What follows belongs to an exercise in optimizing a design on an open flow for small area, a short achievable clock period and few clock cycles; a production flow would make more cautious choices. Function was checked by simulation only, so behaviour that the tests miss may differ from the original.

### flow/config.mk
export PLATFORM = sky130hd
export DESIGN_NAME = rtc_fields_to_epoch_seconds_unit
export DESIGN_NICKNAME = rtc_fields_to_epoch_seconds_unit
export VERILOG_FILES = /design/flow/design.v
export SDC_FILE = /design/flow/constraint.sdc
export NUM_CORES = 4
export LEC_CHECK = 0
export CAP_MARGIN = 20
export CORE_MARGIN = 2
export CORE_UTILIZATION = 40
export CTS_BUF_LIST = sky130_fd_sc_hd__clkbuf_4 sky130_fd_sc_hd__clkbuf_8
export SETUP_SLACK_MARGIN = 3.5
export SLEW_MARGIN = 20
### flow/constraint.sdc
create_clock -name core_clock -period 8.0 [get_ports {clk}]
set_input_delay 1.6000 -clock core_clock [delete_from_list [all_inputs] [get_ports {clk}]]
set_output_delay 1.6000 -clock core_clock [all_outputs]
set_load 0.01 [all_outputs]
### flow/design.v
package rfes_pkg;
  localparam logic [11:0] EPOCH_YEAR    = 12'd1970;
  localparam logic [11:0] BASE_YEAR     = 12'd2000;
  localparam logic [16:0] SECS_PER_DAY  = 17'd86400;
  localparam logic [16:0] SECS_PER_HOUR = 17'd3600;
  localparam logic [16:0] SECS_PER_MIN  = 17'd60;
  localparam logic [16:0] SECS_PER_SEC  = 17'd1;
  localparam logic [1:0] EPOCH_MOD4   = 2'd2;
  localparam logic [6:0] EPOCH_MOD100 = 7'd70;
  localparam logic [8:0] EPOCH_MOD400 = 9'd370;
  localparam logic CFG_BCD_MODE  = 1'b0;
  localparam logic CFG_TWELVE_HR = 1'b1;
  typedef struct packed {
    logic [7:0] raw_seconds;
    logic [7:0] raw_minutes;
    logic [7:0] raw_hours;
    logic [7:0] raw_monthday;
    logic [7:0] raw_month;
    logic [7:0] raw_year;
  } rfes_in_t;
  typedef struct packed {
    logic [31:0] epoch_seconds;
    logic        field_error;
  } rfes_out_t;
  typedef struct packed {
    logic [7:0] sec;
    logic [7:0] min;
    logic [7:0] hr;
    logic [7:0] day;
    logic [3:0] mon_idx;
    logic       mon_ok;
    logic [7:0] yr;
    logic       err;
  } rfes_dec_t;
  typedef enum logic [3:0] {
    ST_IDLE,
    ST_YEARS,
    ST_DAY,
    ST_MUL_DAY,
    ST_MUL_HR,
    ST_MUL_MIN,
    ST_MUL_SEC,
    ST_LAST,
    ST_OUT
  } rfes_state_t;
  typedef enum logic [3:0] {
    OP_NONE,
    OP_LOAD,
    OP_YEAR,
    OP_MONTH,
    OP_DAY,
    OP_MUL_DAY,
    OP_MUL_HR,
    OP_MUL_MIN,
    OP_MUL_SEC,
    OP_LAST
  } rfes_op_t;
  typedef struct packed {
    rfes_op_t op;
  } rfes_ctrl_t;
  typedef struct packed {
    logic year_done;
  } rfes_stat_t;
  function automatic logic [7:0] bcd_decode(input logic [7:0] b, input logic bcd);
    logic [7:0] hi;
    hi = {4'b0000, b[7:4]};
    if (bcd) begin
      bcd_decode = (hi << 3) + (hi << 1) + {4'b0000, b[3:0]};
    end else begin
      bcd_decode = b;
    end
  endfunction
  function automatic logic [8:0] days_before_month(input logic [3:0] idx);
    case (idx)
      4'd0:    days_before_month = 9'd0;
      4'd1:    days_before_month = 9'd31;
      4'd2:    days_before_month = 9'd59;
      4'd3:    days_before_month = 9'd90;
      4'd4:    days_before_month = 9'd120;
      4'd5:    days_before_month = 9'd151;
      4'd6:    days_before_month = 9'd181;
      4'd7:    days_before_month = 9'd212;
      4'd8:    days_before_month = 9'd243;
      4'd9:    days_before_month = 9'd273;
      4'd10:   days_before_month = 9'd304;
      4'd11:   days_before_month = 9'd334;
      default: days_before_month = 9'd0;
    endcase
  endfunction
  function automatic logic [4:0] month_length(input logic [3:0] idx);
    case (idx)
      4'd1:              month_length = 5'd28;
      4'd3, 4'd5, 4'd8,
      4'd10:             month_length = 5'd30;
      default:           month_length = 5'd31;
    endcase
  endfunction
  function automatic logic [15:0] month_offset(input logic [3:0] mon, input logic leap);
    case ({mon, leap})
      5'd2: month_offset = 16'd10957;
      5'd3: month_offset = 16'd10956;
      5'd4: month_offset = 16'd10988;
      5'd5: month_offset = 16'd10987;
      5'd6: month_offset = 16'd11016;
      5'd7: month_offset = 16'd11016;
      5'd8: month_offset = 16'd11047;
      5'd9: month_offset = 16'd11047;
      5'd10: month_offset = 16'd11077;
      5'd11: month_offset = 16'd11077;
      5'd12: month_offset = 16'd11108;
      5'd13: month_offset = 16'd11108;
      5'd14: month_offset = 16'd11138;
      5'd15: month_offset = 16'd11138;
      5'd16: month_offset = 16'd11169;
      5'd17: month_offset = 16'd11169;
      5'd18: month_offset = 16'd11200;
      5'd19: month_offset = 16'd11200;
      5'd20: month_offset = 16'd11230;
      5'd21: month_offset = 16'd11230;
      5'd22: month_offset = 16'd11261;
      5'd23: month_offset = 16'd11261;
      5'd24: month_offset = 16'd11291;
      5'd25: month_offset = 16'd11291;
      default: month_offset = 16'd0;
    endcase
  endfunction
  function automatic logic gt8(input logic [7:0] x, input logic [7:0] c);
    logic g;
    g = 1'b0;
    for (int i = 0; i < 8; i++) begin
      g = c[i] ? (x[i] & g) : (x[i] | g);
    end
    gt8 = g;
  endfunction
  function automatic logic bcd_gt59(input logic [7:0] b);
    bcd_gt59 = gt8({4'd0, b[7:4]}, 8'd5) || ((b[7:4] == 4'd5) && gt8({4'd0, b[3:0]}, 8'd9));
  endfunction
  function automatic logic bcd_gt23(input logic [7:0] b);
    bcd_gt23 = gt8({4'd0, b[7:4]}, 8'd2) || ((b[7:4] == 4'd2) && gt8({4'd0, b[3:0]}, 8'd3)) ||
               ((b[7:4] == 4'd1) && gt8({4'd0, b[3:0]}, 8'd13));
  endfunction
  function automatic logic bcd_gt99(input logic [7:0] b);
    bcd_gt99 = gt8({4'd0, b[7:4]}, 8'd9) || ((b[7:4] == 4'd9) && gt8({4'd0, b[3:0]}, 8'd9));
  endfunction
  function automatic logic bcd_bad_1_12(input logic [6:0] b);
    bcd_bad_1_12 = gt8({5'd0, b[6:4]}, 8'd1) || ((b[6:4] == 3'd1) && gt8({4'd0, b[3:0]}, 8'd2)) ||
                   ((b[6:4] == 3'd0) && ((b[3:0] == 4'd0) || gt8({4'd0, b[3:0]}, 8'd12)));
  endfunction
  function automatic logic day_gt(input logic [7:0] b, input logic bcd, input logic [3:0] ml);
    if (bcd) begin
      day_gt = gt8({4'd0, b[7:4]}, 8'd3) ||
               ((b[7:4] == 4'd3) && (ml[0] || ml[1] || (ml[2] && (b[3:0] != 4'd0)) ||
                                     (ml[3] && gt8({4'd0, b[3:0]}, 8'd1)))) ||
               ((b[7:4] == 4'd2) && ((ml[0] && gt8({4'd0, b[3:0]}, 8'd8)) ||
                                     (ml[1] && gt8({4'd0, b[3:0]}, 8'd9)) ||
                                     (ml[2] && gt8({4'd0, b[3:0]}, 8'd10)) ||
                                     (ml[3] && gt8({4'd0, b[3:0]}, 8'd11))));
    end else begin
      day_gt = gt8(b, 8'd31) || (ml[0] && gt8(b, 8'd28)) || (ml[1] && gt8(b, 8'd29)) ||
               (ml[2] && gt8(b, 8'd30));
    end
  endfunction
  function automatic logic [4:0] hour12(input logic [3:0] h, input logic pm);
    case ({pm, h})
      5'h01: hour12 = 5'd1;
      5'h02: hour12 = 5'd2;
      5'h03: hour12 = 5'd3;
      5'h04: hour12 = 5'd4;
      5'h05: hour12 = 5'd5;
      5'h06: hour12 = 5'd6;
      5'h07: hour12 = 5'd7;
      5'h08: hour12 = 5'd8;
      5'h09: hour12 = 5'd9;
      5'h0a: hour12 = 5'd10;
      5'h0b: hour12 = 5'd11;
      5'h11: hour12 = 5'd13;
      5'h12: hour12 = 5'd14;
      5'h13: hour12 = 5'd15;
      5'h14: hour12 = 5'd16;
      5'h15: hour12 = 5'd17;
      5'h16: hour12 = 5'd18;
      5'h17: hour12 = 5'd19;
      5'h18: hour12 = 5'd20;
      5'h19: hour12 = 5'd21;
      5'h1a: hour12 = 5'd22;
      5'h1b: hour12 = 5'd23;
      5'h1c: hour12 = 5'd12;
      default: hour12 = 5'd0;
    endcase
  endfunction
endpackage
module rtc_fields_to_epoch_seconds_unit (
  input  logic      clk,
  input  logic      rst,
  input  logic      start,
  output logic      busy,
  input  rfes_pkg::rfes_in_t  fields,
  output logic      done,
  output rfes_pkg::rfes_out_t result,
  input  logic      cfg_write,
  input  logic      cfg_index,
  input  logic      cfg_data
);
  logic        bcd_mode;
  logic        twelve_hour_mode;
  always_ff @(posedge clk) begin
    if (rst) begin
      bcd_mode         <= 1'b1;
      twelve_hour_mode <= 1'b0;
    end else if (cfg_write) begin
      case (cfg_index)
        rfes_pkg::CFG_BCD_MODE:  bcd_mode         <= cfg_data;
        rfes_pkg::CFG_TWELVE_HR: twelve_hour_mode <= cfg_data;
        default:       bcd_mode         <= bcd_mode;
      endcase
    end
  end
  assign busy = 1'b0;
  logic [5:0]  sec6;
  logic [5:0]  min6;
  logic [4:0]  hv5;
  logic [4:0]  day5;
  logic [6:0]  yr7;
  logic [3:0]  mon4;
  logic [3:0]  h4;
  logic [4:0]  hr5;
  logic        leap;
  logic [3:0]  ml;
  logic        err_sec, err_min, err_hr, err_day, err_mon, err_yr, err_all;
  logic t0;
  logic t1;
  logic t2;
  logic t3;
  logic t4;
  logic t5;
  logic t6;
  logic t7;
  logic t8;
  logic t9;
  logic t10;
  logic t11;
  logic t12;
  logic t13;
  logic t14;
  logic t15;
  logic t16;
  logic t17;
  logic t18;
  logic t19;
  logic t20;
  logic t21;
  logic t22;
  logic t23;
  logic t24;
  logic t25;
  logic t26;
  logic t27;
  logic t28;
  logic t29;
  logic t30;
  logic t31;
  logic t32;
  logic t33;
  logic t34;
  logic t35;
  logic t36;
  logic t37;
  logic t38;
  logic t39;
  logic t40;
  logic t41;
  logic t42;
  logic t43;
  logic t44;
  logic t45;
  logic t46;
  logic t47;
  logic t48;
  logic t49;
  logic t50;
  logic t51;
  logic t52;
  logic t53;
  logic t54;
  logic t55;
  logic t56;
  logic t57;
  logic t58;
  logic t59;
  logic t60;
  logic t61;
  logic t62;
  logic t63;
  logic t64;
  logic t65;
  logic t66;
  logic t67;
  logic t68;
  logic t69;
  logic t70;
  logic t71;
  logic t72;
  logic t73;
  logic t74;
  logic t75;
  logic t76;
  logic t77;
  logic t78;
  logic t79;
  logic t80;
  logic t81;
  logic t82;
  logic t83;
  logic t84;
  logic t85;
  logic t86;
  logic t87;
  logic t88;
  logic t89;
  logic t90;
  logic t91;
  logic t92;
  logic t93;
  logic t94;
  logic t95;
  logic t96;
  logic t97;
  logic t98;
  logic t99;
  logic t100;
  logic t101;
  logic t102;
  logic t103;
  logic t104;
  logic t105;
  logic t106;
  logic t107;
  logic t108;
  logic t109;
  logic t110;
  logic t111;
  logic t112;
  logic t113;
  logic t114;
  logic t115;
  logic t116;
  logic t117;
  logic t118;
  logic t119;
  logic t120;
  logic t121;
  logic t122;
  logic t123;
  logic t124;
  logic t125;
  logic t126;
  logic t127;
  logic t128;
  logic t129;
  logic t130;
  logic t131;
  logic t132;
  logic t133;
  logic t134;
  logic t135;
  logic t136;
  logic t137;
  logic t138;
  logic t139;
  logic t140;
  logic t141;
  logic t142;
  logic t143;
  logic t144;
  logic t145;
  logic t146;
  logic t147;
  logic t148;
  logic t149;
  logic t150;
  logic t151;
  logic t152;
  logic t153;
  logic t154;
  logic t155;
  logic t156;
  logic t157;
  logic t158;
  logic t159;
  logic t160;
  assign t0 = bcd_mode & fields.raw_seconds[4];
  assign t1 = bcd_mode & fields.raw_seconds[5];
  assign t2 = bcd_mode ? fields.raw_seconds[6] : fields.raw_seconds[4];
  assign t3 = ~bcd_mode & fields.raw_seconds[5];
  assign t4 = ~bcd_mode & fields.raw_seconds[6];
  assign t5 = fields.raw_seconds[3] ^ fields.raw_seconds[4];
  assign t6 = fields.raw_seconds[3] & fields.raw_seconds[4];
  assign t7 = fields.raw_seconds[5] ^ t3;
  assign t8 = fields.raw_seconds[5] & t3;
  assign t9 = fields.raw_seconds[6] ^ t4;
  assign t10 = fields.raw_seconds[6] & t4;
  assign t11 = fields.raw_seconds[1] ^ t0;
  assign t12 = fields.raw_seconds[2] ^ t1;
  assign t13 = t2 ^ t5;
  assign t14 = t7 ^ t6;
  assign t15 = t9 ^ t8;
  assign t16 = fields.raw_seconds[1] & t0;
  assign t17 = fields.raw_seconds[2] & t1;
  assign t18 = t2 & t5;
  assign t19 = t7 & t6;
  assign t20 = t9 & t8;
  assign t21 = t17 | (t12 & t16);
  assign t22 = t12 & t11;
  assign t23 = t19 | (t14 & t18);
  assign t24 = t14 & t13;
  assign t25 = t18 | (t13 & t21);
  assign t26 = t13 & t22;
  assign t27 = t23 | (t24 & t21);
  assign t28 = t24 & t22;
  assign t29 = t20 | (t15 & t27);
  assign t30 = t12 ^ t16;
  assign t31 = t13 ^ t21;
  assign t32 = t14 ^ t25;
  assign t33 = t15 ^ t27;
  assign t34 = bcd_mode & fields.raw_minutes[4];
  assign t35 = bcd_mode & fields.raw_minutes[5];
  assign t36 = bcd_mode ? fields.raw_minutes[6] : fields.raw_minutes[4];
  assign t37 = ~bcd_mode & fields.raw_minutes[5];
  assign t38 = ~bcd_mode & fields.raw_minutes[6];
  assign t39 = fields.raw_minutes[3] ^ fields.raw_minutes[4];
  assign t40 = fields.raw_minutes[3] & fields.raw_minutes[4];
  assign t41 = fields.raw_minutes[5] ^ t37;
  assign t42 = fields.raw_minutes[5] & t37;
  assign t43 = fields.raw_minutes[6] ^ t38;
  assign t44 = fields.raw_minutes[6] & t38;
  assign t45 = fields.raw_minutes[1] ^ t34;
  assign t46 = fields.raw_minutes[2] ^ t35;
  assign t47 = t36 ^ t39;
  assign t48 = t41 ^ t40;
  assign t49 = t43 ^ t42;
  assign t50 = fields.raw_minutes[1] & t34;
  assign t51 = fields.raw_minutes[2] & t35;
  assign t52 = t36 & t39;
  assign t53 = t41 & t40;
  assign t54 = t43 & t42;
  assign t55 = t51 | (t46 & t50);
  assign t56 = t46 & t45;
  assign t57 = t53 | (t48 & t52);
  assign t58 = t48 & t47;
  assign t59 = t52 | (t47 & t55);
  assign t60 = t47 & t56;
  assign t61 = t57 | (t58 & t55);
  assign t62 = t58 & t56;
  assign t63 = t54 | (t49 & t61);
  assign t64 = t46 ^ t50;
  assign t65 = t47 ^ t55;
  assign t66 = t48 ^ t59;
  assign t67 = t49 ^ t61;
  assign t68 = bcd_mode & fields.raw_hours[4];
  assign t69 = bcd_mode & fields.raw_hours[5];
  assign t70 = ~bcd_mode & fields.raw_hours[4];
  assign t71 = ~bcd_mode & fields.raw_hours[5];
  assign t72 = fields.raw_hours[3] ^ fields.raw_hours[4];
  assign t73 = fields.raw_hours[3] & fields.raw_hours[4];
  assign t74 = fields.raw_hours[5] ^ t71;
  assign t75 = fields.raw_hours[5] & t71;
  assign t76 = fields.raw_hours[1] ^ t68;
  assign t77 = fields.raw_hours[2] ^ t69;
  assign t78 = t70 ^ t72;
  assign t79 = t74 ^ t73;
  assign t80 = fields.raw_hours[1] & t68;
  assign t81 = fields.raw_hours[2] & t69;
  assign t82 = t70 & t72;
  assign t83 = t74 & t73;
  assign t84 = t81 | (t77 & t80);
  assign t85 = t77 & t76;
  assign t86 = t83 | (t79 & t82);
  assign t87 = t82 | (t78 & t84);
  assign t88 = t78 & t85;
  assign t89 = t86 | (t79 & t84);
  assign t90 = t77 ^ t80;
  assign t91 = t78 ^ t84;
  assign t92 = t79 ^ t87;
  assign t93 = bcd_mode & fields.raw_monthday[4];
  assign t94 = bcd_mode & fields.raw_monthday[5];
  assign t95 = ~bcd_mode & fields.raw_monthday[4];
  assign t96 = ~bcd_mode & fields.raw_monthday[5];
  assign t97 = fields.raw_monthday[3] ^ fields.raw_monthday[4];
  assign t98 = fields.raw_monthday[3] & fields.raw_monthday[4];
  assign t99 = fields.raw_monthday[5] ^ t96;
  assign t100 = fields.raw_monthday[5] & t96;
  assign t101 = fields.raw_monthday[1] ^ t93;
  assign t102 = fields.raw_monthday[2] ^ t94;
  assign t103 = t95 ^ t97;
  assign t104 = t99 ^ t98;
  assign t105 = fields.raw_monthday[1] & t93;
  assign t106 = fields.raw_monthday[2] & t94;
  assign t107 = t95 & t97;
  assign t108 = t99 & t98;
  assign t109 = t106 | (t102 & t105);
  assign t110 = t102 & t101;
  assign t111 = t108 | (t104 & t107);
  assign t112 = t107 | (t103 & t109);
  assign t113 = t103 & t110;
  assign t114 = t111 | (t104 & t109);
  assign t115 = t102 ^ t105;
  assign t116 = t103 ^ t109;
  assign t117 = t104 ^ t112;
  assign t118 = bcd_mode & fields.raw_year[4];
  assign t119 = bcd_mode & fields.raw_year[5];
  assign t120 = bcd_mode ? fields.raw_year[6] : fields.raw_year[4];
  assign t121 = bcd_mode ? fields.raw_year[7] : fields.raw_year[5];
  assign t122 = ~bcd_mode & fields.raw_year[6];
  assign t123 = ~bcd_mode & fields.raw_year[7];
  assign t124 = fields.raw_year[3] ^ fields.raw_year[4];
  assign t125 = fields.raw_year[3] & fields.raw_year[4];
  assign t126 = fields.raw_year[5] ^ t121;
  assign t127 = fields.raw_year[5] & t121;
  assign t128 = fields.raw_year[6] ^ t122;
  assign t129 = fields.raw_year[6] & t122;
  assign t130 = fields.raw_year[7] ^ t123;
  assign t131 = fields.raw_year[7] & t123;
  assign t132 = fields.raw_year[1] ^ t118;
  assign t133 = fields.raw_year[2] ^ t119;
  assign t134 = t120 ^ t124;
  assign t135 = t126 ^ t125;
  assign t136 = t128 ^ t127;
  assign t137 = t130 ^ t129;
  assign t138 = fields.raw_year[1] & t118;
  assign t139 = fields.raw_year[2] & t119;
  assign t140 = t120 & t124;
  assign t141 = t126 & t125;
  assign t142 = t128 & t127;
  assign t143 = t130 & t129;
  assign t144 = t139 | (t133 & t138);
  assign t145 = t133 & t132;
  assign t146 = t141 | (t135 & t140);
  assign t147 = t135 & t134;
  assign t148 = t143 | (t137 & t142);
  assign t149 = t140 | (t134 & t144);
  assign t150 = t134 & t145;
  assign t151 = t146 | (t147 & t144);
  assign t152 = t147 & t145;
  assign t153 = t142 | (t136 & t151);
  assign t154 = t136 & t152;
  assign t155 = t148 | (t137 & t151);
  assign t156 = t133 ^ t138;
  assign t157 = t134 ^ t144;
  assign t158 = t135 ^ t149;
  assign t159 = t136 ^ t151;
  assign t160 = t137 ^ t153;
  assign sec6 = {t33, t32, t31, t30, t11, fields.raw_seconds[0]};
  assign min6 = {t67, t66, t65, t64, t45, fields.raw_minutes[0]};
  assign hv5 = {t92, t91, t90, t76, fields.raw_hours[0]};
  assign day5 = {t117, t116, t115, t101, fields.raw_monthday[0]};
  assign yr7 = {t160, t159, t158, t157, t156, t132, fields.raw_year[0]};
  always_comb begin
    err_sec = bcd_mode ? rfes_pkg::bcd_gt59(fields.raw_seconds) : rfes_pkg::gt8(fields.raw_seconds, 8'd59);
    err_min = bcd_mode ? rfes_pkg::bcd_gt59(fields.raw_minutes) : rfes_pkg::gt8(fields.raw_minutes, 8'd59);
    if (twelve_hour_mode) begin
      err_hr = bcd_mode ? rfes_pkg::bcd_bad_1_12(fields.raw_hours[6:0]) :
                          ((fields.raw_hours[6:0] == 7'd0) ||
                           rfes_pkg::gt8({1'b0, fields.raw_hours[6:0]}, 8'd12));
    end else begin
      err_hr = bcd_mode ? rfes_pkg::bcd_gt23(fields.raw_hours) : rfes_pkg::gt8(fields.raw_hours, 8'd23);
    end
    err_mon = bcd_mode ? (rfes_pkg::bcd_bad_1_12(fields.raw_month[6:0]) || fields.raw_month[7]) :
                         ((fields.raw_month == 8'd0) || rfes_pkg::gt8(fields.raw_month, 8'd12));
    err_yr  = bcd_mode ? rfes_pkg::bcd_gt99(fields.raw_year) : rfes_pkg::gt8(fields.raw_year, 8'd99);
  end
  always_comb begin
    if (bcd_mode && fields.raw_month[4]) begin
      mon4 = {1'b1, fields.raw_month[1], ~fields.raw_month[1], fields.raw_month[0]};
    end else begin
      mon4 = fields.raw_month[3:0];
    end
    if (bcd_mode && fields.raw_hours[4]) begin
      h4 = {1'b1, fields.raw_hours[1], ~fields.raw_hours[1], fields.raw_hours[0]};
    end else begin
      h4 = fields.raw_hours[3:0];
    end
    hr5 = twelve_hour_mode ? rfes_pkg::hour12(h4, fields.raw_hours[7]) : hv5;
    if (bcd_mode) begin
      leap = !fields.raw_year[0] && (fields.raw_year[1] == fields.raw_year[4]);
    end else begin
      leap = (fields.raw_year[1:0] == 2'b00);
    end
    ml[0] = (mon4 == 4'd2) && !leap;
    ml[1] = (mon4 == 4'd2) && leap;
    ml[2] = (mon4 == 4'd4) || (mon4 == 4'd6) || (mon4 == 4'd9) || (mon4 == 4'd11);
    ml[3] = !(ml[0] || ml[1] || ml[2]);
    err_day = (fields.raw_monthday == 8'd0) || rfes_pkg::day_gt(fields.raw_monthday, bcd_mode, ml);
    err_all = err_sec || err_min || err_hr || err_day || err_mon || err_yr;
  end
  logic        v_q;
  logic        err_q;
  logic [4:0]  q_q;
  logic [1:0]  r_q;
  logic [3:0]  mon_q;
  logic [4:0]  day_q;
  logic [4:0]  hr_q;
  logic [5:0]  min_q;
  logic [5:0]  sec_q;
  always_ff @(posedge clk) begin
    if (rst) begin
      v_q <= 1'b0;
    end else begin
      v_q <= start;
    end
  end
  always_ff @(posedge clk) begin
    err_q <= err_all;
    q_q   <= yr7[6:2];
    r_q   <= yr7[1:0];
    mon_q <= mon4;
    day_q <= day5;
    hr_q  <= hr5;
    min_q <= min6;
    sec_q <= sec6;
  end
  logic [31:0] tab;
  logic [31:0] epoch;
  logic        leap_q;
  assign leap_q = (r_q == 2'd0);
  always_comb begin
    case (mon_q)
      4'd1: tab = leap_q ? 32'd676164100 : 32'd676250500;
      4'd2: tab = leap_q ? 32'd678842500 : 32'd678928900;
      4'd3: tab = 32'd681348100;
      4'd4: tab = 32'd684026500;
      4'd5: tab = 32'd686618500;
      4'd6: tab = 32'd689296900;
      4'd7: tab = 32'd691888900;
      4'd8: tab = 32'd694567300;
      4'd9: tab = 32'd697245700;
      4'd10: tab = 32'd699837700;
      4'd11: tab = 32'd702516100;
      4'd12: tab = 32'd705108100;
      default: tab = 32'd0;
    endcase
  end
  logic t161;
  logic t162;
  logic t163;
  logic t164;
  logic t165;
  logic t166;
  logic t167;
  logic t168;
  logic t169;
  logic t170;
  logic t171;
  logic t172;
  logic t173;
  logic t174;
  logic t175;
  logic t176;
  logic t177;
  logic t178;
  logic t179;
  logic t180;
  logic t181;
  logic t182;
  logic t183;
  logic t184;
  logic t185;
  logic t186;
  logic t187;
  logic t188;
  logic t189;
  logic t190;
  logic t191;
  logic t192;
  logic t193;
  logic t194;
  logic t195;
  logic t196;
  logic t197;
  logic t198;
  logic t199;
  logic t200;
  logic t201;
  logic t202;
  logic t203;
  logic t204;
  logic t205;
  logic t206;
  logic t207;
  logic t208;
  logic t209;
  logic t210;
  logic t211;
  logic t212;
  logic t213;
  logic t214;
  logic t215;
  logic t216;
  logic t217;
  logic t218;
  logic t219;
  logic t220;
  logic t221;
  logic t222;
  logic t223;
  logic t224;
  logic t225;
  logic t226;
  logic t227;
  logic t228;
  logic t229;
  logic t230;
  logic t231;
  logic t232;
  logic t233;
  logic t234;
  logic t235;
  logic t236;
  logic t237;
  logic t238;
  logic t239;
  logic t240;
  logic t241;
  logic t242;
  logic t243;
  logic t244;
  logic t245;
  logic t246;
  logic t247;
  logic t248;
  logic t249;
  logic t250;
  logic t251;
  logic t252;
  logic t253;
  logic t254;
  logic t255;
  logic t256;
  logic t257;
  logic t258;
  logic t259;
  logic t260;
  logic t261;
  logic t262;
  logic t263;
  logic t264;
  logic t265;
  logic t266;
  logic t267;
  logic t268;
  logic t269;
  logic t270;
  logic t271;
  logic t272;
  logic t273;
  logic t274;
  logic t275;
  logic t276;
  logic t277;
  logic t278;
  logic t279;
  logic t280;
  logic t281;
  logic t282;
  logic t283;
  logic t284;
  logic t285;
  logic t286;
  logic t287;
  logic t288;
  logic t289;
  logic t290;
  logic t291;
  logic t292;
  logic t293;
  logic t294;
  logic t295;
  logic t296;
  logic t297;
  logic t298;
  logic t299;
  logic t300;
  logic t301;
  logic t302;
  logic t303;
  logic t304;
  logic t305;
  logic t306;
  logic t307;
  logic t308;
  logic t309;
  logic t310;
  logic t311;
  logic t312;
  logic t313;
  logic t314;
  logic t315;
  logic t316;
  logic t317;
  logic t318;
  logic t319;
  logic t320;
  logic t321;
  logic t322;
  logic t323;
  logic t324;
  logic t325;
  logic t326;
  logic t327;
  logic t328;
  logic t329;
  logic t330;
  logic t331;
  logic t332;
  logic t333;
  logic t334;
  logic t335;
  logic t336;
  logic t337;
  logic t338;
  logic t339;
  logic t340;
  logic t341;
  logic t342;
  logic t343;
  logic t344;
  logic t345;
  logic t346;
  logic t347;
  logic t348;
  logic t349;
  logic t350;
  logic t351;
  logic t352;
  logic t353;
  logic t354;
  logic t355;
  logic t356;
  logic t357;
  logic t358;
  logic t359;
  logic t360;
  logic t361;
  logic t362;
  logic t363;
  logic t364;
  logic t365;
  logic t366;
  logic t367;
  logic t368;
  logic t369;
  logic t370;
  logic t371;
  logic t372;
  logic t373;
  logic t374;
  logic t375;
  logic t376;
  logic t377;
  logic t378;
  logic t379;
  logic t380;
  logic t381;
  logic t382;
  logic t383;
  logic t384;
  logic t385;
  logic t386;
  logic t387;
  logic t388;
  logic t389;
  logic t390;
  logic t391;
  logic t392;
  logic t393;
  logic t394;
  logic t395;
  logic t396;
  logic t397;
  logic t398;
  logic t399;
  logic t400;
  logic t401;
  logic t402;
  logic t403;
  logic t404;
  logic t405;
  logic t406;
  logic t407;
  logic t408;
  logic t409;
  logic t410;
  logic t411;
  logic t412;
  logic t413;
  logic t414;
  logic t415;
  logic t416;
  logic t417;
  logic t418;
  logic t419;
  logic t420;
  logic t421;
  logic t422;
  logic t423;
  logic t424;
  logic t425;
  logic t426;
  logic t427;
  logic t428;
  logic t429;
  logic t430;
  logic t431;
  logic t432;
  logic t433;
  logic t434;
  logic t435;
  logic t436;
  logic t437;
  logic t438;
  logic t439;
  logic t440;
  logic t441;
  logic t442;
  logic t443;
  logic t444;
  logic t445;
  logic t446;
  logic t447;
  logic t448;
  logic t449;
  logic t450;
  logic t451;
  logic t452;
  logic t453;
  logic t454;
  logic t455;
  logic t456;
  logic t457;
  logic t458;
  logic t459;
  logic t460;
  logic t461;
  logic t462;
  logic t463;
  logic t464;
  logic t465;
  logic t466;
  logic t467;
  logic t468;
  logic t469;
  logic t470;
  logic t471;
  logic t472;
  logic t473;
  logic t474;
  logic t475;
  logic t476;
  logic t477;
  logic t478;
  logic t479;
  logic t480;
  logic t481;
  logic t482;
  logic t483;
  logic t484;
  logic t485;
  logic t486;
  logic t487;
  logic t488;
  logic t489;
  logic t490;
  logic t491;
  logic t492;
  logic t493;
  logic t494;
  logic t495;
  logic t496;
  logic t497;
  logic t498;
  logic t499;
  logic t500;
  logic t501;
  logic t502;
  logic t503;
  logic t504;
  logic t505;
  logic t506;
  logic t507;
  logic t508;
  logic t509;
  logic t510;
  logic t511;
  logic t512;
  logic t513;
  logic t514;
  logic t515;
  logic t516;
  logic t517;
  logic t518;
  logic t519;
  logic t520;
  logic t521;
  logic t522;
  logic t523;
  logic t524;
  logic t525;
  logic t526;
  logic t527;
  logic t528;
  logic t529;
  logic t530;
  logic t531;
  logic t532;
  logic t533;
  logic t534;
  logic t535;
  logic t536;
  logic t537;
  logic t538;
  logic t539;
  logic t540;
  logic t541;
  logic t542;
  logic t543;
  logic t544;
  logic t545;
  logic t546;
  logic t547;
  assign t161 = ~q_q[0] ^ day_q[0];
  assign t162 = ~q_q[0] & day_q[0];
  assign t163 = ~q_q[1] ^ day_q[1] ^ day_q[0];
  assign t164 = (~q_q[1] & day_q[1]) | (day_q[0] & (~q_q[1] ^ day_q[1]));
  assign t165 = ~q_q[2] ^ day_q[2];
  assign t166 = ~q_q[2] & day_q[2];
  assign t167 = ~q_q[3] ^ day_q[3] ^ day_q[2];
  assign t168 = (~q_q[3] & day_q[3]) | (day_q[2] & (~q_q[3] ^ day_q[3]));
  assign t169 = ~q_q[4] ^ day_q[4] ^ day_q[3];
  assign t170 = (~q_q[4] & day_q[4]) | (day_q[3] & (~q_q[4] ^ day_q[4]));
  assign t171 = day_q[4] ^ day_q[0];
  assign t172 = day_q[4] & day_q[0];
  assign t173 = q_q[0] ^ day_q[1];
  assign t174 = q_q[0] & day_q[1];
  assign t175 = q_q[1] ^ day_q[2];
  assign t176 = q_q[1] & day_q[2];
  assign t177 = q_q[2] ^ day_q[3];
  assign t178 = q_q[2] & day_q[3];
  assign t179 = q_q[3] ^ day_q[4] ^ day_q[2];
  assign t180 = (q_q[3] & day_q[4]) | (day_q[2] & (q_q[3] ^ day_q[4]));
  assign t181 = q_q[4] ^ ~q_q[0];
  assign t182 = q_q[4] & ~q_q[0];
  assign t183 = hr_q[3] ^ ~min_q[5] ^ min_q[1];
  assign t184 = (hr_q[3] & ~min_q[5]) | (min_q[1] & (hr_q[3] ^ ~min_q[5]));
  assign t185 = hr_q[4] ^ min_q[2] ^ ~r_q[1];
  assign t186 = (hr_q[4] & min_q[2]) | (~r_q[1] & (hr_q[4] ^ min_q[2]));
  assign t187 = tab[8] ^ t162;
  assign t188 = tab[8] & t162;
  assign t189 = day_q[1] ^ ~hr_q[0] ^ min_q[3];
  assign t190 = (day_q[1] & ~hr_q[0]) | (min_q[3] & (day_q[1] ^ ~hr_q[0]));
  assign t191 = tab[9] ^ t165 ^ t164;
  assign t192 = (tab[9] & t165) | (t164 & (tab[9] ^ t165));
  assign t193 = ~hr_q[1] ^ min_q[4] ^ r_q[0];
  assign t194 = (~hr_q[1] & min_q[4]) | (r_q[0] & (~hr_q[1] ^ min_q[4]));
  assign t195 = tab[10] ^ t166 ^ t167;
  assign t196 = (tab[10] & t166) | (t167 & (tab[10] ^ t166));
  assign t197 = ~hr_q[2] ^ min_q[5] ^ r_q[1];
  assign t198 = (~hr_q[2] & min_q[5]) | (r_q[1] & (~hr_q[2] ^ min_q[5]));
  assign t199 = tab[11] ^ t169 ^ t168;
  assign t200 = (tab[11] & t169) | (t168 & (tab[11] ^ t169));
  assign t201 = ~hr_q[3] ^ hr_q[0] ^ ~r_q[0];
  assign t202 = (~hr_q[3] & hr_q[0]) | (~r_q[0] & (~hr_q[3] ^ hr_q[0]));
  assign t203 = tab[12] ^ t171 ^ t170;
  assign t204 = (tab[12] & t171) | (t170 & (tab[12] ^ t171));
  assign t205 = ~hr_q[4] ^ hr_q[1] ^ ~r_q[1];
  assign t206 = (~hr_q[4] & hr_q[1]) | (~r_q[1] & (~hr_q[4] ^ hr_q[1]));
  assign t207 = tab[13] ^ t173 ^ t172;
  assign t208 = (tab[13] & t173) | (t172 & (tab[13] ^ t173));
  assign t209 = day_q[0] ^ hr_q[2] ^ r_q[0];
  assign t210 = (day_q[0] & hr_q[2]) | (r_q[0] & (day_q[0] ^ hr_q[2]));
  assign t211 = tab[14] ^ t175 ^ t174;
  assign t212 = (tab[14] & t175) | (t174 & (tab[14] ^ t175));
  assign t213 = day_q[1] ^ hr_q[3] ^ r_q[1];
  assign t214 = (day_q[1] & hr_q[3]) | (r_q[1] & (day_q[1] ^ hr_q[3]));
  assign t215 = tab[15] ^ t177 ^ t176;
  assign t216 = (tab[15] & t177) | (t176 & (tab[15] ^ t177));
  assign t217 = day_q[0] ^ hr_q[4] ^ r_q[0];
  assign t218 = (day_q[0] & hr_q[4]) | (r_q[0] & (day_q[0] ^ hr_q[4]));
  assign t219 = tab[16] ^ t178 ^ t179;
  assign t220 = (tab[16] & t178) | (t179 & (tab[16] ^ t178));
  assign t221 = day_q[3] ^ day_q[1] ^ r_q[1];
  assign t222 = (day_q[3] & day_q[1]) | (r_q[1] & (day_q[3] ^ day_q[1]));
  assign t223 = tab[17] ^ t181 ^ t180;
  assign t224 = (tab[17] & t181) | (t180 & (tab[17] ^ t181));
  assign t225 = ~q_q[1] ^ day_q[4] ^ day_q[2];
  assign t226 = (~q_q[1] & day_q[4]) | (day_q[2] & (~q_q[1] ^ day_q[4]));
  assign t227 = 1'b1 ^ t182;
  assign t228 = 1'b1 & t182;
  assign t229 = ~q_q[2] ^ q_q[0] ^ day_q[3];
  assign t230 = (~q_q[2] & q_q[0]) | (day_q[3] & (~q_q[2] ^ q_q[0]));
  assign t231 = ~q_q[3] ^ q_q[1];
  assign t232 = ~q_q[3] & q_q[1];
  assign t233 = ~q_q[4] ^ q_q[2];
  assign t234 = ~q_q[4] & q_q[2];
  assign t235 = ~r_q[0] ^ tab[7];
  assign t236 = ~r_q[0] & tab[7];
  assign t237 = t163 ^ t185 ^ t184;
  assign t238 = (t163 & t185) | (t184 & (t163 ^ t185));
  assign t239 = t189 ^ t186 ^ t188;
  assign t240 = (t189 & t186) | (t188 & (t189 ^ t186));
  assign t241 = t193 ^ t190 ^ t195;
  assign t242 = (t193 & t190) | (t195 & (t193 ^ t190));
  assign t243 = t197 ^ t194 ^ t199;
  assign t244 = (t197 & t194) | (t199 & (t197 ^ t194));
  assign t245 = t201 ^ t198 ^ t203;
  assign t246 = (t201 & t198) | (t203 & (t201 ^ t198));
  assign t247 = t205 ^ t202 ^ t207;
  assign t248 = (t205 & t202) | (t207 & (t205 ^ t202));
  assign t249 = t209 ^ t206 ^ t211;
  assign t250 = (t209 & t206) | (t211 & (t209 ^ t206));
  assign t251 = t213 ^ t210 ^ t215;
  assign t252 = (t213 & t210) | (t215 & (t213 ^ t210));
  assign t253 = t217 ^ t214 ^ t216;
  assign t254 = (t217 & t214) | (t216 & (t217 ^ t214));
  assign t255 = t221 ^ t218 ^ t223;
  assign t256 = (t221 & t218) | (t223 & (t221 ^ t218));
  assign t257 = t225 ^ t222 ^ t227;
  assign t258 = (t225 & t222) | (t227 & (t225 ^ t222));
  assign t259 = tab[19] ^ t229 ^ t226;
  assign t260 = (tab[19] & t229) | (t226 & (tab[19] ^ t229));
  assign t261 = day_q[4] ^ tab[20] ^ t231;
  assign t262 = (day_q[4] & tab[20]) | (t231 & (day_q[4] ^ tab[20]));
  assign t263 = ~r_q[0] ^ tab[21] ^ t233;
  assign t264 = (~r_q[0] & tab[21]) | (t233 & (~r_q[0] ^ tab[21]));
  assign t265 = q_q[3] ^ ~r_q[1] ^ tab[22];
  assign t266 = (q_q[3] & ~r_q[1]) | (tab[22] & (q_q[3] ^ ~r_q[1]));
  assign t267 = q_q[4] ^ ~q_q[0];
  assign t268 = q_q[4] & ~q_q[0];
  assign t269 = ~min_q[0] ^ sec_q[2];
  assign t270 = ~min_q[0] & sec_q[2];
  assign t271 = ~min_q[1] ^ sec_q[3];
  assign t272 = ~min_q[1] & sec_q[3];
  assign t273 = hr_q[0] ^ ~min_q[2] ^ sec_q[4];
  assign t274 = (hr_q[0] & ~min_q[2]) | (sec_q[4] & (hr_q[0] ^ ~min_q[2]));
  assign t275 = hr_q[1] ^ ~min_q[3] ^ sec_q[5];
  assign t276 = (hr_q[1] & ~min_q[3]) | (sec_q[5] & (hr_q[1] ^ ~min_q[3]));
  assign t277 = hr_q[2] ^ ~min_q[4] ^ min_q[0];
  assign t278 = (hr_q[2] & ~min_q[4]) | (min_q[0] & (hr_q[2] ^ ~min_q[4]));
  assign t279 = t161 ^ t235 ^ t183;
  assign t280 = (t161 & t235) | (t183 & (t161 ^ t235));
  assign t281 = t236 ^ t187 ^ t237;
  assign t282 = (t236 & t187) | (t237 & (t236 ^ t187));
  assign t283 = t191 ^ t238 ^ t239;
  assign t284 = (t191 & t238) | (t239 & (t191 ^ t238));
  assign t285 = t192 ^ t240 ^ t241;
  assign t286 = (t192 & t240) | (t241 & (t192 ^ t240));
  assign t287 = t196 ^ t243 ^ t242;
  assign t288 = (t196 & t243) | (t242 & (t196 ^ t243));
  assign t289 = t200 ^ t245 ^ t244;
  assign t290 = (t200 & t245) | (t244 & (t200 ^ t245));
  assign t291 = t204 ^ t247 ^ t246;
  assign t292 = (t204 & t247) | (t246 & (t204 ^ t247));
  assign t293 = t208 ^ t249 ^ t248;
  assign t294 = (t208 & t249) | (t248 & (t208 ^ t249));
  assign t295 = t212 ^ t251 ^ t250;
  assign t296 = (t212 & t251) | (t250 & (t212 ^ t251));
  assign t297 = t219 ^ t253 ^ t252;
  assign t298 = (t219 & t253) | (t252 & (t219 ^ t253));
  assign t299 = t220 ^ t254 ^ t255;
  assign t300 = (t220 & t254) | (t255 & (t220 ^ t254));
  assign t301 = t224 ^ t257 ^ t256;
  assign t302 = (t224 & t257) | (t256 & (t224 ^ t257));
  assign t303 = t228 ^ t259 ^ t258;
  assign t304 = (t228 & t259) | (t258 & (t228 ^ t259));
  assign t305 = t230 ^ t261 ^ t260;
  assign t306 = (t230 & t261) | (t260 & (t230 ^ t261));
  assign t307 = t232 ^ t263 ^ t262;
  assign t308 = (t232 & t263) | (t262 & (t232 ^ t263));
  assign t309 = t234 ^ t265 ^ t264;
  assign t310 = (t234 & t265) | (t264 & (t234 ^ t265));
  assign t311 = tab[23] ^ t267 ^ t266;
  assign t312 = (tab[23] & t267) | (t266 & (tab[23] ^ t267));
  assign t313 = ~q_q[1] ^ tab[24] ^ t268;
  assign t314 = (~q_q[1] & tab[24]) | (t268 & (~q_q[1] ^ tab[24]));
  assign t315 = ~q_q[2] ^ r_q[0] ^ tab[25];
  assign t316 = (~q_q[2] & r_q[0]) | (tab[25] & (~q_q[2] ^ r_q[0]));
  assign t317 = ~q_q[3] ^ r_q[1];
  assign t318 = ~q_q[3] & r_q[1];
  assign t319 = ~q_q[4] ^ q_q[0] ^ 1'b1;
  assign t320 = (~q_q[4] & q_q[0]) | (1'b1 & (~q_q[4] ^ q_q[0]));
  assign t321 = 1'b1 ^ t269;
  assign t322 = t271 ^ t270;
  assign t323 = t273 ^ t272;
  assign t324 = t275 ^ t274;
  assign t325 = t277 ^ t276;
  assign t326 = t279 ^ t278;
  assign t327 = t281 ^ t280;
  assign t328 = t283 ^ t282;
  assign t329 = t285 ^ t284;
  assign t330 = t287 ^ t286;
  assign t331 = t289 ^ t288;
  assign t332 = t291 ^ t290;
  assign t333 = t293 ^ t292;
  assign t334 = t295 ^ t294;
  assign t335 = t297 ^ t296;
  assign t336 = t299 ^ t298;
  assign t337 = t301 ^ t300;
  assign t338 = t303 ^ t302;
  assign t339 = t305 ^ t304;
  assign t340 = t307 ^ t306;
  assign t341 = t309 ^ t308;
  assign t342 = t311 ^ t310;
  assign t343 = t313 ^ t312;
  assign t344 = t315 ^ t314;
  assign t345 = t317 ^ t316;
  assign t346 = t319 ^ t318;
  assign t347 = q_q[1] ^ t320;
  assign t348 = q_q[2] ^ 1'b1;
  assign t349 = q_q[3] ^ 1'b0;
  assign t350 = q_q[4] ^ 1'b0;
  assign t351 = 1'b1 & t269;
  assign t352 = t271 & t270;
  assign t353 = t273 & t272;
  assign t354 = t275 & t274;
  assign t355 = t277 & t276;
  assign t356 = t279 & t278;
  assign t357 = t281 & t280;
  assign t358 = t283 & t282;
  assign t359 = t285 & t284;
  assign t360 = t287 & t286;
  assign t361 = t289 & t288;
  assign t362 = t291 & t290;
  assign t363 = t293 & t292;
  assign t364 = t295 & t294;
  assign t365 = t297 & t296;
  assign t366 = t299 & t298;
  assign t367 = t301 & t300;
  assign t368 = t303 & t302;
  assign t369 = t305 & t304;
  assign t370 = t307 & t306;
  assign t371 = t309 & t308;
  assign t372 = t311 & t310;
  assign t373 = t313 & t312;
  assign t374 = t315 & t314;
  assign t375 = t317 & t316;
  assign t376 = t319 & t318;
  assign t377 = q_q[1] & t320;
  assign t378 = q_q[2] & 1'b1;
  assign t379 = q_q[3] & 1'b0;
  assign t380 = q_q[4] & 1'b0;
  assign t381 = t352 | (t322 & t351);
  assign t382 = t322 & t321;
  assign t383 = t354 | (t324 & t353);
  assign t384 = t324 & t323;
  assign t385 = t356 | (t326 & t355);
  assign t386 = t326 & t325;
  assign t387 = t358 | (t328 & t357);
  assign t388 = t328 & t327;
  assign t389 = t360 | (t330 & t359);
  assign t390 = t330 & t329;
  assign t391 = t362 | (t332 & t361);
  assign t392 = t332 & t331;
  assign t393 = t364 | (t334 & t363);
  assign t394 = t334 & t333;
  assign t395 = t366 | (t336 & t365);
  assign t396 = t336 & t335;
  assign t397 = t368 | (t338 & t367);
  assign t398 = t338 & t337;
  assign t399 = t370 | (t340 & t369);
  assign t400 = t340 & t339;
  assign t401 = t372 | (t342 & t371);
  assign t402 = t342 & t341;
  assign t403 = t374 | (t344 & t373);
  assign t404 = t344 & t343;
  assign t405 = t376 | (t346 & t375);
  assign t406 = t346 & t345;
  assign t407 = t378 | (t348 & t377);
  assign t408 = t348 & t347;
  assign t409 = t380 | (t350 & t379);
  assign t410 = t353 | (t323 & t381);
  assign t411 = t323 & t382;
  assign t412 = t383 | (t384 & t381);
  assign t413 = t384 & t382;
  assign t414 = t357 | (t327 & t385);
  assign t415 = t327 & t386;
  assign t416 = t387 | (t388 & t385);
  assign t417 = t388 & t386;
  assign t418 = t361 | (t331 & t389);
  assign t419 = t331 & t390;
  assign t420 = t391 | (t392 & t389);
  assign t421 = t392 & t390;
  assign t422 = t365 | (t335 & t393);
  assign t423 = t335 & t394;
  assign t424 = t395 | (t396 & t393);
  assign t425 = t396 & t394;
  assign t426 = t369 | (t339 & t397);
  assign t427 = t339 & t398;
  assign t428 = t399 | (t400 & t397);
  assign t429 = t400 & t398;
  assign t430 = t373 | (t343 & t401);
  assign t431 = t343 & t402;
  assign t432 = t403 | (t404 & t401);
  assign t433 = t404 & t402;
  assign t434 = t377 | (t347 & t405);
  assign t435 = t347 & t406;
  assign t436 = t407 | (t408 & t405);
  assign t437 = t408 & t406;
  assign t438 = t355 | (t325 & t412);
  assign t439 = t325 & t413;
  assign t440 = t385 | (t386 & t412);
  assign t441 = t386 & t413;
  assign t442 = t414 | (t415 & t412);
  assign t443 = t415 & t413;
  assign t444 = t416 | (t417 & t412);
  assign t445 = t417 & t413;
  assign t446 = t363 | (t333 & t420);
  assign t447 = t333 & t421;
  assign t448 = t393 | (t394 & t420);
  assign t449 = t394 & t421;
  assign t450 = t422 | (t423 & t420);
  assign t451 = t423 & t421;
  assign t452 = t424 | (t425 & t420);
  assign t453 = t425 & t421;
  assign t454 = t371 | (t341 & t428);
  assign t455 = t341 & t429;
  assign t456 = t401 | (t402 & t428);
  assign t457 = t402 & t429;
  assign t458 = t430 | (t431 & t428);
  assign t459 = t431 & t429;
  assign t460 = t432 | (t433 & t428);
  assign t461 = t433 & t429;
  assign t462 = t379 | (t349 & t436);
  assign t463 = t349 & t437;
  assign t464 = t409 | (t350 & t436);
  assign t465 = t359 | (t329 & t444);
  assign t466 = t329 & t445;
  assign t467 = t389 | (t390 & t444);
  assign t468 = t390 & t445;
  assign t469 = t418 | (t419 & t444);
  assign t470 = t419 & t445;
  assign t471 = t420 | (t421 & t444);
  assign t472 = t421 & t445;
  assign t473 = t446 | (t447 & t444);
  assign t474 = t447 & t445;
  assign t475 = t448 | (t449 & t444);
  assign t476 = t449 & t445;
  assign t477 = t450 | (t451 & t444);
  assign t478 = t451 & t445;
  assign t479 = t452 | (t453 & t444);
  assign t480 = t453 & t445;
  assign t481 = t375 | (t345 & t460);
  assign t482 = t345 & t461;
  assign t483 = t405 | (t406 & t460);
  assign t484 = t406 & t461;
  assign t485 = t434 | (t435 & t460);
  assign t486 = t435 & t461;
  assign t487 = t436 | (t437 & t460);
  assign t488 = t437 & t461;
  assign t489 = t462 | (t463 & t460);
  assign t490 = t463 & t461;
  assign t491 = t464 | (t350 & t460);
  assign t492 = t367 | (t337 & t479);
  assign t493 = t337 & t480;
  assign t494 = t397 | (t398 & t479);
  assign t495 = t398 & t480;
  assign t496 = t426 | (t427 & t479);
  assign t497 = t427 & t480;
  assign t498 = t428 | (t429 & t479);
  assign t499 = t429 & t480;
  assign t500 = t454 | (t455 & t479);
  assign t501 = t455 & t480;
  assign t502 = t456 | (t457 & t479);
  assign t503 = t457 & t480;
  assign t504 = t458 | (t459 & t479);
  assign t505 = t459 & t480;
  assign t506 = t460 | (t461 & t479);
  assign t507 = t461 & t480;
  assign t508 = t481 | (t482 & t479);
  assign t509 = t482 & t480;
  assign t510 = t483 | (t484 & t479);
  assign t511 = t484 & t480;
  assign t512 = t485 | (t486 & t479);
  assign t513 = t486 & t480;
  assign t514 = t487 | (t488 & t479);
  assign t515 = t488 & t480;
  assign t516 = t489 | (t490 & t479);
  assign t517 = t490 & t480;
  assign t518 = t491 | (t350 & t479);
  assign t519 = t322 ^ t351;
  assign t520 = t323 ^ t381;
  assign t521 = t324 ^ t410;
  assign t522 = t325 ^ t412;
  assign t523 = t326 ^ t438;
  assign t524 = t327 ^ t440;
  assign t525 = t328 ^ t442;
  assign t526 = t329 ^ t444;
  assign t527 = t330 ^ t465;
  assign t528 = t331 ^ t467;
  assign t529 = t332 ^ t469;
  assign t530 = t333 ^ t471;
  assign t531 = t334 ^ t473;
  assign t532 = t335 ^ t475;
  assign t533 = t336 ^ t477;
  assign t534 = t337 ^ t479;
  assign t535 = t338 ^ t492;
  assign t536 = t339 ^ t494;
  assign t537 = t340 ^ t496;
  assign t538 = t341 ^ t498;
  assign t539 = t342 ^ t500;
  assign t540 = t343 ^ t502;
  assign t541 = t344 ^ t504;
  assign t542 = t345 ^ t506;
  assign t543 = t346 ^ t508;
  assign t544 = t347 ^ t510;
  assign t545 = t348 ^ t512;
  assign t546 = t349 ^ t514;
  assign t547 = t350 ^ t516;
  assign epoch = {t547, t546, t545, t544, t543, t542, t541, t540, t539, t538, t537, t536, t535, t534, t533, t532, t531, t530, t529, t528, t527, t526, t525, t524, t523, t522, t521, t520, t519, t321, sec_q[1], sec_q[0]};
  logic        v2_q;
  logic [32:0] res_q;
  always_ff @(posedge clk) begin
    if (rst) begin
      v2_q <= 1'b0;
    end else begin
      v2_q <= v_q;
    end
  end
  always_ff @(posedge clk) begin
    res_q <= {epoch, err_q};
  end
  assign done   = v2_q;
  assign result = res_q;
endmodule
### flow/flow/run.sh
#!/bin/bash
# Standard layout, with the port buffers made of the smallest buffer cell and
# Yosys's generic fine-grained ABC pass skipped, so that the adders written as
# gates reach full-adder extraction as written.
set -euo pipefail
bash standard.sh SYNTH_ARGS=-noabc BUFFER_PORTS_ARGS="-buffer_cell sky130_fd_sc_hd__buf_1" finish > standard_flow.log 2>&1
### flow/standard.sh
#!/bin/bash
# synth_recipe.tcl (not shown) runs the flow's synth.tcl, then flattens the netlist and writes it again
# the make line also repeats each setting of config.mk as NAME=value (left out here)
make -C /OpenROAD-flow-scripts/flow DESIGN_CONFIG=/design/flow/config.mk WORK_HOME=/design/flow/orfs CLKGATE_MAP_FILE= SYNTH_SCRIPT=/design/flow/synth_recipe.tcl "${@:-finish}"
==> run notes, run 1 <==
leading cell types in the layout, fill and taps excluded: buf_1 (87), inv_1 (80), fa_1 (79)
vias in the first global route: 4,742
Cell Area, Placed: 6560 µm²
CTS root buf: clkbuf_8
CTS buffer count: 9
nets: 901
Core Box Area: 15,000 µm²
count of final hold-check violations: 0
synthesized area: 6060 µm²
setup TNS: 0 ps
Die Ht: 127 µm
number of synthesized flops with an enable pin: 0
Routed Antenna Nets: 0
drt drc: 0
Iter 0 DRT Violations: 209
Starting Density: 0.403
total global-route track usage: 0.182
port bufs: 87
Largest delay share family, worst path: adder cells
worst skew pair latency: 370 ps
ratio of cells with drive above 1 in the final layout: 0.0969
Via density: 5.17
cells along the critical path: inv_1, fa_1, inv_1, fa_1, fa_1, fa_1, ha_4, a21oi_2, o21ai_1, a21oi_2, o21bai_2, a21oi_2, inv_1, fa_1, xor2_1
CTS tree: yes
Min Clock Period, post-route: 4320 ps
worst-margin pin slew: 798 ps
crit path max fanout: 4
Crit path buffers/inverters: 3
CP Capture Type: register
final worst-path cycle share: 0.540
wire length per cell: 15.5 µm
slowest CP cell: fa_1
GPL Wtd Cong: 0.860
H-tree level count: 3
# diodes: 0
finished layout cell area: 6980 µm²
GRT overflow: 0
total iterations of the first detailed-routing run: 5
clock-pin slew on the worst setup and hold paths: 80 ps
worst hold-check path type: register to register
most common cell after layout, fill and taps aside: buf_1
Synth cell types: 58
Warnings, synthesis: 1
Max Slew Vio Count: 0
WS Path Type: register to register
Mapped Nets: 810
first-pass GRT wire length: 22,900 µm
outcome: complete, no violations
Die X: 127 µm
Synth top area share: 0.261
Avg Inst Size Synth: 9.85 µm²
Detail Placement HPWL: 11,300 µm
clock sinks: 71
Vias: 4,655
Peak Freq: 232 MHz
Critical Path AT: 4570 ps
asr flop ratio synth: 0
CP max stage delay: 550 ps
Worst Hold Depth: 0
RSZ-0062 raised after global routing: true
hold_buf cts: 0
final setup fails: 0
R2R cell count: 15
critical path data required time: 8250 ps
Cell Rows: 45
sequential area share after synthesis: 0.234
relative slew slack: 0.467
DP Worst Slack: 2940 ps
Most common cell on crit path: fa_1
Max Clock Skew: 13.1 ps
setup slack after layout: 3680 ps
Worst setup SP type: register
max-cap viol count: 0
fillers: 1,447
largest net degree at the start of global routing: 31
Synth area leaders: fa_1 (26%), dfxtp_1 (23%), ha_1 (13%)
die area: 16,200 µm²
#FFs+latches synth: 71
Area Overhead vs Synth: 15.1%
final hold slack: 335 ps
cell count along the critical path: 15
Clock Path Buffers: 2
DRT Wirelength: 14,000 µm
Mapped Cells: 616
cell taking the most area after synthesis: fa_1
Ports: 89
prevailing post-synth register cell: dfxtp_1
initial antenna violation count: 0
metrics by stage:
step | util | instances
finish | 0.464 | 900
global route | 0.464 | 900
CTS | 0.454 | 892
detailed placement | 0.436 | 875
global placement | 0.436 | 875
floorplan | - | 616
layout make-up:
cell class | count | area, µm² | share of cell area
Multi-Input combinational cell | 446 | 4340 | 0.623
Sequential cell | 71 | 1450 | 0.208
Timing Repair Buffer | 96 | 394 | 0.0565
Inverter | 83 | 319 | 0.0457
Tap cell | 188 | 235 | 0.0337
Clock buffer | 12 | 159 | 0.0228
Clock inverter | 4 | 76.3 | 0.0109
registers in the layout, summed over array words and instances, names as in the netlist:
name	flops
v_q	1
q_q	5
day_q	5
bcd_mode	1
res_q	33
mon_q	4
err_q	1
sec_q	6
twelve_hour_mode	1
hr_q	5
v2_q	1
min_q	6
r_q	2
kinds of logic (layout without fill, tap and decap cells):
logic type	count (synthesis)	count (layout)	share of synthesized area
adder cells (fa/ha/maj)	140	140	0.387
flip-flops	71	71	0.234
buffers and inverters	99	195	0.0621
multiplexers	6	6	0.0107
AO/OA/AOI/OAI	135	135	0.149
AND/OR/NAND/NOR	127	127	0.103
other	1	1	0.000618
XOR/XNOR	37	37	0.0534
cell usage after synthesis, drive strengths merged (6+ instances only):
library cell and count:
clkbuf 14, fa 79, o31ai 6, inv 82
xor2 16, nor3 7, nor2b 14, xnor2 21
nor2 34, nand3 9, ha 61, nand2 30
dfxtp 71, a21o 13, o21ai 32, and2 8
a21oi 41
path summary, 6_finish.rpt:
path | end | slack, ps | from
worst max register to register | res_q[20]$_DFF_P_ | 3680 | day_q[3]$_DFF_P_
worst max-delay path | res_q[20]$_DFF_P_ | 3680 | day_q[3]$_DFF_P_
worst min-delay path | res_q[1]$_DFF_P_ | 330 | sec_q[0]$_DFF_P_
worst min register to register | res_q[1]$_DFF_P_ | 330 | sec_q[0]$_DFF_P_
timing repair:
action,CTS,global route
pin swaps,0,6
gates resized for setup,14,24
endpoints found under the setup margin,16,13
buffers inserted,1,8
cloned,0,0
hold endpoints to repair,0,0
worst register-to-register path: stages (launching register included):
cell and delay, ps:
dfxtp_2 370, inv_1 120, fa_1 550, inv_1 50, fa_1 510, fa_1 440
fa_1 540, ha_4 220, a21oi_2 140, o21ai_1 130, a21oi_2 190, o21bai_2 120
a21oi_2 210, inv_1 80, fa_1 390, xor2_1 150
layer usage:
metal / up-vias / GRT usage / share of wire
li1: 2237 / - / -
met5: - / 0 / 0
met2: 125 / 0.302 / 0.47
met4: 0 / 0.0769 / 0.024
met1: 2268 / 0.235 / 0.46
met3: 25 / 0.0314 / 0.042
Testbench counts, summed over its fixed seeds: cycles 2,112.
==> run 2, diff against run 1 <==
--- a/flow/config.mk
+++ b/flow/config.mk
@@ -10,3 +10,3 @@
 export CORE_UTILIZATION = 40
-export CTS_BUF_LIST = sky130_fd_sc_hd__clkbuf_4 sky130_fd_sc_hd__clkbuf_8
+export CTS_BUF_LIST = sky130_fd_sc_hd__clkbuf_8
 export SETUP_SLACK_MARGIN = 3.5
==> run notes, run 2 <==
Ports: 89
CTS root buf: clkbuf_8
worst-margin pin slew: 812 ps
clock sinks: 71
leading cell types in the layout, fill and taps excluded: buf_1 (87), inv_1 (81), fa_1 (79)
worst hold start: sec_q[0]$_DFF_P_
Iter 0 DRT Violations: 224
Area Overhead vs Synth: 15.0%
critical path data required time: 8250 ps
Peak Freq: 232 MHz
Mapped Cells: 616
critical path launch point: day_q[3]$_DFF_P_
Core Box Area: 15,000 µm²
GRT overflow: 0
ratio of cells with drive above 1 in the final layout: 0.0955
Worst setup SP type: register
outcome: complete, no violations
largest reg by FF count: res_q
RSZ-0062 raised after global routing: true
port bufs: 87
#FFs+latches synth: 71
final setup fails: 0
number of synthesized flops with an enable pin: 0
wire length per cell: 15.4 µm
crit path max fanout: 4
DRT Wirelength: 13,900 µm
Mapped Nets: 810
total global-route track usage: 0.182
clock-pin slew on the worst setup and hold paths: 70 ps
sequential area share after synthesis: 0.234
WS Path Type: register to register
Detail Placement HPWL: 11,300 µm
Synth cell types: 58
CTS buffer count: 9
Reg area: 1450 µm²
setup TNS: 0 ps
Avg Inst Size Synth: 9.85 µm²
first-pass GRT wire length: 22,900 µm
synthesized area: 6060 µm²
Max Clock Skew: 13.3 ps
worst skew pair latency: 370 ps
fillers: 1,448
worst reg2reg path startpoint: day_q[3]$_DFF_P_
Clock Path Buffers: 2
Via density: 5.15
count of final hold-check violations: 0
R2R Setup Slk: 3680 ps
max reg flops: 33
cell taking the most area after synthesis: fa_1
prevailing post-synth register cell: dfxtp_1
H-tree level count: 3
nets: 901
max-cap viol count: 0
Max Slew Vio Count: 0
relative slew slack: 0.458
Synth area leaders: fa_1 (26%), dfxtp_1 (23%), ha_1 (13%)
Finished Core Util: 0.464
Vias: 4,637
initial antenna violation count: 0
Cell Rows: 45
Warnings, synthesis: 1
Die X: 127 µm
final worst-path cycle share: 0.540
footprint of the multi-input gates: 4340 µm²
total iterations of the first detailed-routing run: 5
largest net degree at the start of global routing: 31
CP Capture Type: register
most common cell after layout, fill and taps aside: buf_1
drt drc: 0
Routed Antenna Nets: 0
hold_buf cts: 0
top-count cell post-synth: inv_1
Synth top area share: 0.261
Largest regs: res_q x33, min_q x6, sec_q x6
Synth top cells by count: inv_1 (82), fa_1 (79), dfxtp_1 (71)
GPL Wtd Cong: 0.860
Critical Path AT: 4570 ps
worst hold-check path type: register to register
asr flop ratio synth: 0
Die Ht: 127 µm
Min Clock Period, post-route: 4320 ps
CTS tree: yes
vias in the first global route: 4,729
die area: 16,200 µm²
Starting Density: 0.403
# diodes: 0
[run 2: cell counts after synthesis]
Identical to the previous run, type by type.
[run 2: final cells by class]
cell class | count | area share
Inverter | 83 | 0.0457
Multi-Input combinational cell | 446 | 0.623
Timing Repair Buffer | 96 | 0.0565
Clock buffer | 11 | 0.0217
Sequential cell | 71 | 0.208
Clock inverter | 5 | 0.0115
Tap cell | 188 | 0.0337
[run 2: final timing paths]
| path | end | cells after the start |
|---|---|---|
| worst max-delay path | res_q[20]$_DFF_P_ | 15 |
| worst min-delay path | res_q[1]$_DFF_P_ | 0 |
| worst max register to register | res_q[20]$_DFF_P_ | 15 |
| worst min register to register | res_q[1]$_DFF_P_ | 0 |
[run 2: worst max-delay path: stages (launching register included)]
cell      delay [ps]
dfxtp_2          370
inv_1            120
fa_1             550
inv_1             50
fa_1             510
fa_1             440
fa_1             540
ha_4             220
a21oi_2          140
o21ai_1          130
a21oi_2          190
o21bai_2         120
a21oi_2          210
inv_1             80
fa_1             390
xor2_1           150
[run 2: logic make-up (layout without fill, tap and decap cells)]
| kind of cell | after synthesis | count (layout) | synth area share |
|---|---|---|---|
| adders and majority gates | 140 | 140 | 0.387 |
| AOI/OAI and AO/OA | 135 | 135 | 0.149 |
| and+or+nand+nor | 127 | 127 | 0.103 |
| buffers and inverters | 99 | 195 | 0.0621 |
| DFF | 71 | 71 | 0.234 |
| xor gates and xnor gates | 37 | 37 | 0.0534 |
| muxes | 6 | 6 | 0.0107 |
| other | 1 | 1 | 0.000618 |
[run 2: through the flow]
stage	area [µm²]	std cells	setup WS [ps]	hold slack, ps
detailed placement	6560	875	2940	315
global placement	6560	875	3070	313
floorplan	6060	616	3650	310
global route	6970	900	3480	338
CTS	6820	892	3410	337
finish	6970	900	3680	334
[run 2: repair_timing]
| item | 4_1_cts | 5_1_grt |
|---|---|---|
| endpoints found under the setup margin | 16 | 13 |
| gates resized for setup | 14 | 24 |
| setup buffers | 1 | 8 |
| pin swaps | 0 | 6 |
[run 2: per-layer routing]
layer,track usage,vias to the layer above,share of wire
met1,0.235,2257,0.46
li1,-,2239,-
met5,0,-,0
met2,0.302,122,0.47
met4,0.0653,0,0.019
met3,0.0377,19,0.043
==> run 3, diff against run 2 <==
--- a/flow/config.mk
+++ b/flow/config.mk
@@ -11,2 +11,4 @@
 export CTS_BUF_LIST = sky130_fd_sc_hd__clkbuf_8
+export CTS_CLUSTER_DIAMETER = 150
+export CTS_CLUSTER_SIZE = 24
 export SETUP_SLACK_MARGIN = 3.5
==> run notes, run 3 <==
CP Capture Type: register
drt drc: 0
setup TNS: 0 ps
first-pass GRT wire length: 22,900 µm
#FFs+latches synth: 71
die area: 16,200 µm²
critical path data required time: 8250 ps
relative slew slack: 0.458
Avg Inst Size Synth: 9.85 µm²
Cell Rows: 45
Largest regs: res_q x33, min_q x6, sec_q x6
Peak Freq: 232 MHz
Core Box Area: 15,000 µm²
Critical Path AT: 4570 ps
Die Ht: 127 µm
number of synthesized flops with an enable pin: 0
Max Clock Skew: 13.3 ps
wire length per cell: 15.4 µm
RSZ-0062 raised after global routing: true
total iterations of the first detailed-routing run: 5
DP Worst Slack: 2940 ps
ratio of cells with drive above 1 in the final layout: 0.0955
count of final hold-check violations: 0
worst hold-check path type: register to register
top routing layer used: met4
vias in the first global route: 4,729
initial antenna violation count: 0
clock-pin slew on the worst setup and hold paths: 70 ps
synthesized area: 6060 µm²
Max Slew Vio Count: 0
total global-route track usage: 0.182
Finished Core Util: 0.464
Min Clock Period, post-route: 4320 ps
Warnings, synthesis: 1
Synth top area share: 0.261
most common cell after layout, fill and taps aside: buf_1
asr flop ratio synth: 0
Die X: 127 µm
CTS tree: yes
Starting Density: 0.403
max reg flops: 33
H-tree level count: 3
Mapped Cells: 616
Synth area leaders: fa_1 (26%), dfxtp_1 (23%), ha_1 (13%)
footprint of the multi-input gates: 4340 µm²
Synth top cells by count: inv_1 (82), fa_1 (79), dfxtp_1 (71)
Clock Path Buffers: 2
# diodes: 0
setup slack after layout: 3680 ps
sequential area share after synthesis: 0.234
DRT Wirelength: 13,900 µm
port bufs: 87
nets: 901
Worst setup SP type: register
final setup fails: 0
crit path max fanout: 4
CTS root buf: clkbuf_8
Area Overhead vs Synth: 15.0%
Via density: 5.15
top-count cell post-synth: inv_1
finished layout cell area: 6970 µm²
GRT overflow: 0
Mapped Nets: 810
DRT met1 WL: 6420 µm
max-cap viol count: 0
Detail Placement HPWL: 11,300 µm
Ports: 89
Routed Antenna Nets: 0
worst skew pair latency: 370 ps
Reg area: 1450 µm²
WS Path Type: register to register
clock sinks: 71
Synth cell types: 58
largest net degree at the start of global routing: 31
Vias: 4,637
Cell Area, Placed: 6560 µm²
met3 WL: 602 µm
prevailing post-synth register cell: dfxtp_1
largest reg by FF count: res_q
DR WL met2: 6590 µm
worst-margin pin slew: 812 ps
GPL Wtd Cong: 0.860
CTS buffer count: 9
leading cell types in the layout, fill and taps excluded: buf_1 (87), inv_1 (81), fa_1 (79)
Iter 0 DRT Violations: 224
final worst-path cycle share: 0.540
final hold slack: 334 ps
outcome: complete, no violations
cell taking the most area after synthesis: fa_1
fillers: 1,448
run 3: worst max-delay path, cell delays in order, from the launching register on:
cell,delay (ps)
dfxtp_2,370
inv_1,120
fa_1,550
inv_1,50
fa_1,510
fa_1,440
fa_1,540
ha_4,220
a21oi_2,140
o21ai_1,130
a21oi_2,190
o21bai_2,120
a21oi_2,210
inv_1,80
fa_1,390
xor2_1,150
run 3: logic make-up after synthesis:
kind of cell | after synthesis | share of synthesized area
buffers and inverters | 99 | 0.0621
multiplexers | 6 | 0.0107
other | 1 | 0.000618
AO/OA/AOI/OAI | 135 | 0.149
adder cells (fa/ha/maj) | 140 | 0.387
AND/OR/NAND/NOR | 127 | 0.103
flip-flops | 71 | 0.234
XOR/XNOR | 37 | 0.0534
run 3: metal layers:
metal,vias to the layer above,GRT usage
met1,2257,0.235
met3,19,0.0377
met5,-,0
li1,2239,-
met4,0,0.0653
met2,122,0.302
run 3: through the flow:
step / std cells
4_1_cts: 892
5_1_grt: 900
3_5_place_dp: 875
3_3_place_gp: 875
2_1_floorplan: 616
6_report: 900
run 3: layout make-up:
| cell class | instances | share of cell area |
|---|---|---|
| well taps | 188 | 0.0337 |
| repair buffers | 96 | 0.0565 |
| multi-input cells | 446 | 0.623 |
| inverters | 83 | 0.0457 |
| clock buffers | 11 | 0.0217 |
| flip-flops and latches | 71 | 0.208 |
| clock inverters | 5 | 0.0115 |
run 3: final timing paths:
path	slack, ps	from	endpoint	cells past startpoint
max	3680	day_q[3]$_DFF_P_	res_q[20]$_DFF_P_	15
max reg2reg	3680	day_q[3]$_DFF_P_	res_q[20]$_DFF_P_	15
min reg2reg	330	sec_q[0]$_DFF_P_	res_q[1]$_DFF_P_	0
min	330	sec_q[0]$_DFF_P_	res_q[1]$_DFF_P_	0
run 3: what timing repair did:
action / 4_1_cts / 5_1_grt
hold buffers: 0 / 0
gates cloned: 0 / 0
pin swaps: 0 / 6
setup buffers: 1 / 8
gates resized for setup: 14 / 24
endpoints found under the setup margin: 16 / 13

[separate check: timing with driven ports]
In the flow no input, the clock included, has a driving cell. The finished layouts below were timed again as built, in two steps. Step 1: set_driving_cell puts a clkbuf_16 on clk and a buf_2 on each other input, an assumption about the parent block. Step 2 moves the port delays by t, midway between the first and last clock arrival at a register: inputs arrive t later, outputs are due t later. That takes back most of the time a late clock gives input paths. a / b / c = ideal / step 1 / step 2; a / b = the first two.
run | t (ns) | slack for setup (ns) | worst setup path at the end
run 1 | 0.402 | 3.681 / 3.681 / 3.681 | register to register
run 2 | 0.403 | 3.684 / 3.684 / 3.684 | register to register
run 3 | 0.403 | 3.684 / 3.684 / 3.684 | register to register
After both steps every run listed still meets setup and hold.
